What follows belongs to an exercise in optimizing a design on an open flow for small area, a short achievable clock period and few clock cycles per item; a production flow would make more cautious choices.
Function was checked by simulation only, so behaviour that the tests miss may differ from the original.

## flow/design.v (module list and top-level ports; edited modules follow where they fit)
// module mhdg_wrap: 19 lines
// module magnetometer_heading_core: 1846 lines
module magnetometer_heading_core #(
    parameter int CORDIC_STEPS = mhdg_pkg::CORDIC_STEPS_DEF,
    parameter int SAMPLE_WIDTH = mhdg_pkg::SAMPLE_WIDTH_DEF
) (
    input  logic                                i_clk,
    input  logic                                i_rst_n,
    input  logic                                i_s_tvalid,
    output logic                                o_s_tready,
    input  logic [mhdg_pkg::S_TDATA_W-1:0]      i_s_tdata,    
    input  logic                                i_s_tuser,    
    output logic                                o_m_tvalid,
    input  logic                                i_m_tready,
    output logic [mhdg_pkg::M_TDATA_W-1:0]      o_m_tdata,    
    input  logic                                i_cfg_we,
    input  logic [mhdg_pkg::CFG_IDX_W-1:0]      i_cfg_idx,
    input  logic [mhdg_pkg::CFG_DATA_W-1:0]     i_cfg_data
);
  // ...
==> flow/run.sh <==
#!/bin/bash
# synth_recipe.tcl (not shown) runs the flow's synth.tcl, then flattens the netlist and writes it again
# the make line also repeats each setting of config.mk as NAME=value (left out here)
make -C /OpenROAD-flow-scripts/flow DESIGN_CONFIG=/design/flow/config.mk WORK_HOME=/design/flow/orfs CLKGATE_MAP_FILE= SYNTH_SCRIPT=/design/flow/synth_recipe.tcl finish
==> flow/config.mk <==
export PLATFORM = sky130hd
export DESIGN_NAME = magnetometer_heading_core
export DESIGN_NICKNAME = magnetometer_heading_core
export VERILOG_FILES = /design/flow/design.v
export SDC_FILE = /design/flow/constraint.sdc
export NUM_CORES = 4
export LEC_CHECK = 0
export ABC_AREA = 1
export CAP_MARGIN = 20
export CORE_MARGIN = 2
export CORE_UTILIZATION = 40
export SLEW_MARGIN = 20
==> flow/constraint.sdc <==
create_clock -name core_clock -period 13.0 [get_ports {i_clk}]
set_input_delay 2.6000 -clock core_clock [delete_from_list [all_inputs] [get_ports {i_clk}]]
set_output_delay 2.6000 -clock core_clock [all_outputs]
set_load 0.01 [all_outputs]
==> flow_summary.json, run 1 <==
{
  "inv_count": 1497,
  "ys_seq_area_frac": 0.397,
  "n_fill_cell": 24100,
  "cp_num_buf_inv": 4,
  "drv_slew": 0,
  "grt_pass1_vias": 75800,
  "seq-cell-share": 0.362,
  "layout.cells.non_filler": 14500,
  "multi_input_gates": 7843,
  "max_slew_margin": 0.282,
  "path_max_fanout": 168,
  "async_reset_ff_frac": 0,
  "finalSetupViolCount": 0,
  "routabilityCongestion": 0.921,
  "wl_per_cell_um": 18.8,
  "worst_pin_slew_ps": 1080,
  "ys_warn_count": 2,
  "synthDistinctLibCells": 66,
  "route.vias.total": 75800,
  "synth-edff-count": 1198,
  "wirelength_um": 272000,
  "hold_slack_ps": 393,
  "stdcell_area_sq_um": 110000,
  "yosysTopAreaCellShare": 0.357,
  "muxShareOfSynthArea": 0.000497,
  "cts_hold_buffers": 0,
  "r2r_end": "r0_raw_y[12]$_DFFE_PP_",
  "bufAreaShareNonClock": 0.0115,
  "crit_end": "r0_raw_y[12]$_DFFE_PP_",
  "syn-cell-area_sq_um": 101000,
  "status": "no timing/DRC/antenna violations"
}
Testbench counts, summed over its fixed seeds: cycles 4,176, items 3,072.
==> run 2, diff against run 1 <==
--- a/flow/design.v
+++ b/flow/design.v
@@ -1228,142 +1228,128 @@
     assign w3_qp = w3_vsx && !w3_vsy;
     assign w3_qn = w3_vsx && w3_vsy;
     assign w3_zero = (r3_mx == 16'd0) && (r3_my == 16'd0);
     wire [24:0] s4_x_1 = {r4_x_1, 8'd0};
     wire [24:0] s4_y_1 = {r4_y_1, 8'd0};
     assign w4_d_1 = !s4_y_1[24];
     wire [24:0] w4_xs = {{1{1'b0}}, s4_x_1[24:1]};
     wire [24:0] w4_yl = s4_y_1[24:0];
-    wire [24:0] w4_yp = w4_yl - w4_xs;
-    wire [24:0] w4_yn = w4_yl + w4_xs;
-    assign w4_y_2 = w4_d_1 ? w4_yp : w4_yn;
+    wire [25:0] w4_ya = {w4_yl, 1'b1} + {w4_xs ^ {25{w4_d_1}}, w4_d_1};
+    assign w4_y_2 = w4_ya[25:1];
     wire [24:0] w4_ys = {{1{s4_y_1[24]}}, s4_y_1[24:1]};
     wire [25:0] w4_xa = {s4_x_1, 1'b1} + {w4_ys ^ {25{!w4_d_1}}, !w4_d_1};
     assign w4_x_2 = w4_xa[25:1];
     wire [24:0] s5_y_2 = {r5_y_2, 7'd0};
     wire [24:0] s5_x_2 = {r5_x_2, 7'd0};
     assign w5_d_2 = !s5_y_2[24];
     wire [23:0] w5_xs = {{1{1'b0}}, s5_x_2[24:2]};
     wire [23:0] w5_yl = s5_y_2[23:0];
-    wire [23:0] w5_yp = w5_yl - w5_xs;
-    wire [23:0] w5_yn = w5_yl + w5_xs;
-    assign w5_y_3 = w5_d_2 ? w5_yp : w5_yn;
+    wire [24:0] w5_ya = {w5_yl, 1'b1} + {w5_xs ^ {24{w5_d_2}}, w5_d_2};
+    assign w5_y_3 = w5_ya[24:1];
     wire [24:0] w5_ys = {{2{s5_y_2[24]}}, s5_y_2[24:2]};
     wire [25:0] w5_xa = {s5_x_2, 1'b1} + {w5_ys ^ {25{!w5_d_2}}, !w5_d_2};
     assign w5_x_3 = w5_xa[25:1];
     wire [23:0] s6_y_3 = {r6_y_3, 5'd0};
     wire [24:0] s6_x_3 = {r6_x_3, 5'd0};
     assign w6_d_3 = !s6_y_3[23];
     wire [21:0] w6_xs = s6_x_3[24:3];
     wire [21:0] w6_yl = s6_y_3[21:0];
-    wire [21:0] w6_yp = w6_yl - w6_xs;
-    wire [21:0] w6_yn = w6_yl + w6_xs;
-    assign w6_y_4 = w6_d_3 ? w6_yp : w6_yn;
+    wire [22:0] w6_ya = {w6_yl, 1'b1} + {w6_xs ^ {22{w6_d_3}}, w6_d_3};
+    assign w6_y_4 = w6_ya[22:1];
     wire [24:0] w6_ys = {{4{s6_y_3[23]}}, s6_y_3[23:3]};
     wire [25:0] w6_xa = {s6_x_3, 1'b1} + {w6_ys ^ {25{!w6_d_3}}, !w6_d_3};
     assign w6_x_4 = w6_xa[25:1];
     wire [21:0] s7_y_4 = {r7_y_4, 2'd0};
     wire [24:0] s7_x_4 = {r7_x_4, 2'd0};
     assign w7_d_4 = !s7_y_4[21];
     wire [21:0] w7_xs = {{1{1'b0}}, s7_x_4[24:4]};
     wire [21:0] w7_yl = s7_y_4[21:0];
-    wire [21:0] w7_yp = w7_yl - w7_xs;
-    wire [21:0] w7_yn = w7_yl + w7_xs;
-    assign w7_y_5 = w7_d_4 ? w7_yp : w7_yn;
+    wire [22:0] w7_ya = {w7_yl, 1'b1} + {w7_xs ^ {22{w7_d_4}}, w7_d_4};
+    assign w7_y_5 = w7_ya[22:1];
     wire [24:0] w7_ys = {{7{s7_y_4[21]}}, s7_y_4[21:4]};
     wire [25:0] w7_xa = {s7_x_4, 1'b1} + {w7_ys ^ {25{!w7_d_4}}, !w7_d_4};
     assign w7_x_5 = w7_xa[25:1];
     assign w8_d_5 = !r8_y_5[21];
     wire [20:0] w8_xs = {{1{1'b0}}, r8_x_5[24:5]};
     wire [20:0] w8_yl = r8_y_5[20:0];
-    wire [20:0] w8_yp = w8_yl - w8_xs;
-    wire [20:0] w8_yn = w8_yl + w8_xs;
-    assign w8_y_6 = w8_d_5 ? w8_yp : w8_yn;
+    wire [21:0] w8_ya = {w8_yl, 1'b1} + {w8_xs ^ {21{w8_d_5}}, w8_d_5};
+    assign w8_y_6 = w8_ya[21:1];
     wire [24:0] w8_ys = {{8{r8_y_5[21]}}, r8_y_5[21:5]};
     wire [25:0] w8_xa = {r8_x_5, 1'b1} + {w8_ys ^ {25{!w8_d_5}}, !w8_d_5};
     assign w8_x_6 = w8_xa[25:1];
     assign w9_d_6 = !r9_y_6[20];
     wire [19:0] w9_xs = {{1{1'b0}}, r9_x_6[24:6]};
     wire [19:0] w9_yl = r9_y_6[19:0];
-    wire [19:0] w9_yp = w9_yl - w9_xs;
-    wire [19:0] w9_yn = w9_yl + w9_xs;
-    assign w9_y_7 = w9_d_6 ? w9_yp : w9_yn;
+    wire [20:0] w9_ya = {w9_yl, 1'b1} + {w9_xs ^ {20{w9_d_6}}, w9_d_6};
+    assign w9_y_7 = w9_ya[20:1];
     wire [24:0] w9_ys = {{10{r9_y_6[20]}}, r9_y_6[20:6]};
     wire [25:0] w9_xa = {r9_x_6, 1'b1} + {w9_ys ^ {25{!w9_d_6}}, !w9_d_6};
     assign w9_x_7 = w9_xa[25:1];
     assign w10_d_7 = !r10_y_7[19];
     wire [18:0] w10_xs = {{1{1'b0}}, r10_x_7[24:7]};
     wire [18:0] w10_yl = r10_y_7[18:0];
-    wire [18:0] w10_yp = w10_yl - w10_xs;
-    wire [18:0] w10_yn = w10_yl + w10_xs;
-    assign w10_y_8 = w10_d_7 ? w10_yp : w10_yn;
+    wire [19:0] w10_ya = {w10_yl, 1'b1} + {w10_xs ^ {19{w10_d_7}}, w10_d_7};
+    assign w10_y_8 = w10_ya[19:1];
     wire [24:0] w10_ys = {{12{r10_y_7[19]}}, r10_y_7[19:7]};
     wire [25:0] w10_xa = {r10_x_7, 1'b1} + {w10_ys ^ {25{!w10_d_7}}, !w10_d_7};
     assign w10_x_8 = w10_xa[25:1];
     assign w11_d_8 = !r11_y_8[18];
     wire [17:0] w11_xs = {{1{1'b0}}, r11_x_8[24:8]};
     wire [17:0] w11_yl = r11_y_8[17:0];
-    wire [17:0] w11_yp = w11_yl - w11_xs;
-    wire [17:0] w11_yn = w11_yl + w11_xs;
-    assign w11_y_9 = w11_d_8 ? w11_yp : w11_yn;
+    wire [18:0] w11_ya = {w11_yl, 1'b1} + {w11_xs ^ {18{w11_d_8}}, w11_d_8};
+    assign w11_y_9 = w11_ya[18:1];
     wire [24:0] w11_ys = {{14{r11_y_8[18]}}, r11_y_8[18:8]};
     wire [25:0] w11_xa = {r11_x_8, 1'b1} + {w11_ys ^ {25{!w11_d_8}}, !w11_d_8};
     assign w11_x_9 = w11_xa[25:1];
     assign w12_d_9 = !r12_y_9[17];
     wire [16:0] w12_xs = {{1{1'b0}}, r12_x_9[24:9]};
     wire [16:0] w12_yl = r12_y_9[16:0];
-    wire [16:0] w12_yp = w12_yl - w12_xs;
-    wire [16:0] w12_yn = w12_yl + w12_xs;
-    assign w12_y_10 = w12_d_9 ? w12_yp : w12_yn;
+    wire [17:0] w12_ya = {w12_yl, 1'b1} + {w12_xs ^ {17{w12_d_9}}, w12_d_9};
+    assign w12_y_10 = w12_ya[17:1];
     wire [24:0] w12_ys = {{16{r12_y_9[17]}}, r12_y_9[17:9]};
     wire [25:0] w12_xa = {r12_x_9, 1'b1} + {w12_ys ^ {25{!w12_d_9}}, !w12_d_9};
     assign w12_x_10 = w12_xa[25:1];
     assign w13_d_10 = !r13_y_10[16];
     wire [15:0] w13_xs = {{1{1'b0}}, r13_x_10[24:10]};
     wire [15:0] w13_yl = r13_y_10[15:0];
-    wire [15:0] w13_yp = w13_yl - w13_xs;
-    wire [15:0] w13_yn = w13_yl + w13_xs;
-    assign w13_y_11 = w13_d_10 ? w13_yp : w13_yn;
+    wire [16:0] w13_ya = {w13_yl, 1'b1} + {w13_xs ^ {16{w13_d_10}}, w13_d_10};
+    assign w13_y_11 = w13_ya[16:1];
     wire [24:0] w13_ys = {{18{r13_y_10[16]}}, r13_y_10[16:10]};
     wire [25:0] w13_xa = {r13_x_10, 1'b1} + {w13_ys ^ {25{!w13_d_10}}, !w13_d_10};
     assign w13_x_11 = w13_xa[25:1];
     assign w14_d_11 = !r14_y_11[15];
     wire [14:0] w14_xs = {{1{1'b0}}, r14_x_11[24:11]};
     wire [14:0] w14_yl = r14_y_11[14:0];
-    wire [14:0] w14_yp = w14_yl - w14_xs;
-    wire [14:0] w14_yn = w14_yl + w14_xs;
-    assign w14_y_12 = w14_d_11 ? w14_yp : w14_yn;
+    wire [15:0] w14_ya = {w14_yl, 1'b1} + {w14_xs ^ {15{w14_d_11}}, w14_d_11};
+    assign w14_y_12 = w14_ya[15:1];
     wire [24:0] w14_ys = {{20{r14_y_11[15]}}, r14_y_11[15:11]};
     wire [25:0] w14_xa = {r14_x_11, 1'b1} + {w14_ys ^ {25{!w14_d_11}}, !w14_d_11};
     assign w14_x_12 = w14_xa[25:1];
     assign w15_d_12 = !r15_y_12[14];
     wire [13:0] w15_xs = {{1{1'b0}}, r15_x_12[24:12]};
     wire [13:0] w15_yl = r15_y_12[13:0];
-    wire [13:0] w15_yp = w15_yl - w15_xs;
-    wire [13:0] w15_yn = w15_yl + w15_xs;
-    assign w15_y_13 = w15_d_12 ? w15_yp : w15_yn;
+    wire [14:0] w15_ya = {w15_yl, 1'b1} + {w15_xs ^ {14{w15_d_12}}, w15_d_12};
+    assign w15_y_13 = w15_ya[14:1];
     wire [24:0] w15_ys = {{22{r15_y_12[14]}}, r15_y_12[14:12]};
     wire [25:0] w15_xa = {r15_x_12, 1'b1} + {w15_ys ^ {25{!w15_d_12}}, !w15_d_12};
     assign w15_x_13 = w15_xa[25:1];
     assign w16_d_13 = !r16_y_13[13];
     wire [12:0] w16_xs = {{1{1'b0}}, r16_x_13[24:13]};
     wire [12:0] w16_yl = r16_y_13[12:0];
-    wire [12:0] w16_yp = w16_yl - w16_xs;
-    wire [12:0] w16_yn = w16_yl + w16_xs;
-    assign w16_y_14 = w16_d_13 ? w16_yp : w16_yn;
+    wire [13:0] w16_ya = {w16_yl, 1'b1} + {w16_xs ^ {13{w16_d_13}}, w16_d_13};
+    assign w16_y_14 = w16_ya[13:1];
     wire [24:0] w16_ys = {{24{r16_y_13[13]}}, r16_y_13[13:13]};
     wire [25:0] w16_xa = {r16_x_13, 1'b1} + {w16_ys ^ {25{!w16_d_13}}, !w16_d_13};
     assign w16_x_14 = w16_xa[25:1];
     assign w17_d_14 = !r17_y_14[12];
     wire [11:0] w17_xs = {{1{1'b0}}, r17_x_14[24:14]};
     wire [11:0] w17_yl = r17_y_14[11:0];
-    wire [11:0] w17_yp = w17_yl - w17_xs;
-    wire [11:0] w17_yn = w17_yl + w17_xs;
-    assign w17_y_15 = w17_d_14 ? w17_yp : w17_yn;
+    wire [12:0] w17_ya = {w17_yl, 1'b1} + {w17_xs ^ {12{w17_d_14}}, w17_d_14};
+    assign w17_y_15 = w17_ya[12:1];
     assign w18_d_15 = !r18_y_15[11];
     wire [5:0] w19_zsel0 = {r18_qp, r18_qn, r18_d_0, r18_d_1, r18_d_2, r18_d_3};
     logic [25:0] w19_zlut0;
     always_comb begin
         case (w19_zsel0)
             6'd0: w19_zlut0 = 26'd60563048;
             6'd1: w19_zlut0 = 26'd61496938;
             6'd2: w19_zlut0 = 26'd62402806;
==> flow/flow/run.sh (new file) <==
#!/bin/bash
# The standard layout, except that the port buffers buffer_ports inserts are
# sky130_fd_sc_hd__buf_4 cells rather than the library's default choice.
set -euo pipefail
bash standard.sh 'BUFFER_PORTS_ARGS=-buffer_cell sky130_fd_sc_hd__buf_4' finish > standard_sh.log 2>&1
==> flow/standard.sh (new file) <==
#!/bin/bash
# synth_recipe.tcl (not shown) runs the flow's synth.tcl, then flattens the netlist and writes it again
# the make line also repeats each setting of config.mk as NAME=value (left out here)
make -C /OpenROAD-flow-scripts/flow DESIGN_CONFIG=/design/flow/config.mk WORK_HOME=/design/flow/orfs CLKGATE_MAP_FILE= SYNTH_SCRIPT=/design/flow/synth_recipe.tcl "${@:-finish}"
--- a/flow/config.mk
+++ b/flow/config.mk
@@ -4,9 +4,10 @@
 export VERILOG_FILES = /design/flow/design.v
 export SDC_FILE = /design/flow/constraint.sdc
 export NUM_CORES = 4
 export LEC_CHECK = 0
 export ABC_AREA = 1
 export CAP_MARGIN = 20
 export CORE_MARGIN = 2
 export CORE_UTILIZATION = 40
+export GPL_TIMING_DRIVEN = 0
 export SLEW_MARGIN = 20
removed: flow/run.sh
==> flow_summary.json, run 2 <==
{
  "status": "no timing/DRC/antenna violations",
  "grt_pass1_wl_um": 418000,
  "ys_seq_area_frac": 0.413,
  "finalCritPeriodShare": 0.353,
  "clock_path_buffers": 3,
  "overflow": 0,
  "initial_utilization": 0.402,
  "route.detailed.drc": 0,
  "top_regs": "r2_rax (40), r2_ray (40)",
  "max_freq_ghz": 0.218,
  "nets": 11600,
  "grt_use_total": 0.219,
  "coreArea_sq_um": 241000,
  "wirelength_um": 272000,
  "synth.largest_area_cell": "edfxtp_1",
  "io_buffers": 83,
  "synthDistinctLibCells": 63,
  "path_max_fanout": 10,
  "grt_pass1_vias": 72400,
  "placed_cells": 13500,
  "ys_ff_latch": 1397,
  "skew_ps": 67.9,
  "synthTopCellsByCount": "nand2_1 (1,691), inv_1 (1,218), edfxtp_1 (1,198)",
  "clk_latency_ps": 840,
  "die_height_um": 496,
  "route.vias.total": 72200,
  "final_cell_mix": "nand2_1 (1,691), inv_1 (1,218), edfxtp_1 (1,198)",
  "drv_slew": 0,
  "required_ps": 13540,
  "row_count": 180,
  "min_path_type": "reg -> reg",
  "path_class": "reg -> reg",
  "syn_area_per_cell_sq_um": 9.46,
  "drive_gt1_frac": 0.0463,
  "vias_per_cell": 5.22,
  "hold_viol": 0,
  "hold_slack_ps": 381,
  "cap_violations": 0,
  "grt_max_degree": 64,
  "clock-sinks": 1397,
  "finalSetupViolCount": 0,
  "period_needed_ps": 4580,
  "async_reset_ff_frac": 0,
  "worst_pin_slew_ps": 1230,
  "layout_commonest_cell": "nand2_1",
  "post-route-util": 0.448,
  "max_slew_margin": 0.178,
  "synth_ff_type": "edfxtp_1",
  "synth-edff-count": 1198,
  "yosysTopAreaCellShare": 0.372,
  "critPathCaptureType": "flip-flop",
  "pin_count": 91,
  "antenna_found_initial": 4,
  "die_w_um": 496,
  "routabilityCongestion": 0.985,
  "arrival_ps": 5120,
  "critPathLaunchType": "flip-flop",
  "synthTopCellsByArea": "edfxtp_1 (37%), ha_1 (9.0%), xor2_1 (8.9%)",
  "cts_setup_buffers": 0,
  "postSynthCellCount": 10200,
  "syn-cell-area_sq_um": 96700,
  "synth.most_common_cell": "nand2_1",
  "clkSlewWorstSetupHoldPaths_ps": 60,
  "h-tree-depth": 4,
  "place_hpwl_um": 218000,
  "ys_warn_count": 2,
  "area_growth_pct": 11.4,
  "cts_hold_buffers": 0,
  "cts_resized": 0,
  "cts-root-buf": "clkbuf_16",
  "layout.cells.non_filler": 13800,
  "setup_tns_ps": 0,
  "cts-buffers-inserted": 164,
  "first_pass_iters": 6,
  "die-area_sq_um": 246000,
  "drt_iter0_markers": 5217,
  "cts_tree": "yes",
  "grt_setup_unrepaired": "no",
  "ant_nets": 0,
  "wl_per_cell_um": 19.7
}
[run 2: cell families after synthesis]
logic type,synth area share
xor gates and xnor gates,0.127
other,0.0000388
adders and majority gates,0.163
AOI/OAI and AO/OA,0.110
DFF,0.413
and+or+nand+nor,0.124
muxes,0.000414
buffers and inverters,0.0632
[run 2: path summary, 6_finish.rpt]
path / from / end / slack, ps / cells past startpoint
setup / recovery: r_gain_x[23]$_SDFFE_PN0P_ / r2_rbx[26]$_DFFE_PP_ / 8420 / 8
hold / removal: r9_qn$_DFFE_PP_ / r10_qn$_DFFE_PP_ / 380 / 0
setup reg to reg: r_gain_x[23]$_SDFFE_PN0P_ / r2_rbx[26]$_DFFE_PP_ / 8420 / 8
hold reg to reg: r9_qn$_DFFE_PP_ / r10_qn$_DFFE_PP_ / 380 / 0
[run 2: area by class of cell]
cell class	count	area, sq um
multi-input combinational	7237	50700
buffer	307	1270
sequential	1397	40000
clock buffer	211	4530
tap	3185	3990
inverter	1291	4850
clock inverter	97	1330
antenna	3	7.51
fill	22900	133000
timing repair buffer	105	1180
[run 2: stage by stage]
step           instance area [sq um]  worst slack [ps]
2_1_floorplan                  96800              1740
3_3_place_gp                  101000             -3320
3_5_place_dp                  102000              8080
4_1_cts                       108000              8530
5_1_grt                       108000              8280
6_report                      108000              8420
[run 2: layer usage]
| layer | up-vias | share of wire | track usage |
|---|---|---|---|
| met1 | 34600 | 0.43 | 0.281 |
| li1 | 35000 | - | - |
| met3 | 532 | 0.052 | 0.0314 |
| met4 | 0 | 0.040 | 0.0838 |
| met5 | - | 0 | 0 |
| met2 | 1979 | 0.48 | 0.373 |
[run 2: worst max-delay path: stages (launching register included)]
cell and delay, ps:
dfxtp_1 300, clkbuf_1 580, clkinv_1 710, o22ai_1 350, xor2_1 220, fa_1 480, fa_1 560, fa_1 610
fa_1 470
Testbench counts of run 2, summed over its fixed seeds: cycles 4,176, items 3,072.

==> what the ideal ports hide <==
Ports are ideal in the flow. The routed layouts listed here were re-timed in OpenROAD. Step 1 (the two cells are an assumption about what drives the block):
set clk [get_ports {i_clk}]
set_driving_cell -lib_cell sky130_fd_sc_hd__clkbuf_16 $clk
set_driving_cell -lib_cell sky130_fd_sc_hd__buf_2 [delete_from_list [all_inputs] $clk]
Step 2 moves the port delays by t, midway between the first and last clock arrival at a register: inputs arrive t later, outputs are due t later. That takes back most of the time a late clock gives input paths. a / b / c = ideal / step 1 / step 2; a / b = the first two.
run | shift t [ns] | setup slack, ns | clock arrival spread, ns | worst slew at a driven data input, ns
run 1 | 0.899 | 8.309 / 8.309 / 8.309 | 0.081 / 0.081 | 0.08
run 2 | 0.892 | 8.416 / 8.416 / 8.174 | 0.074 / 0.074 | 0.20
After both steps setup and hold are still met in every run listed. The setup slack of run 2, which loses most, moves by 0.000 ns with the drivers and by -0.242 ns with both steps.
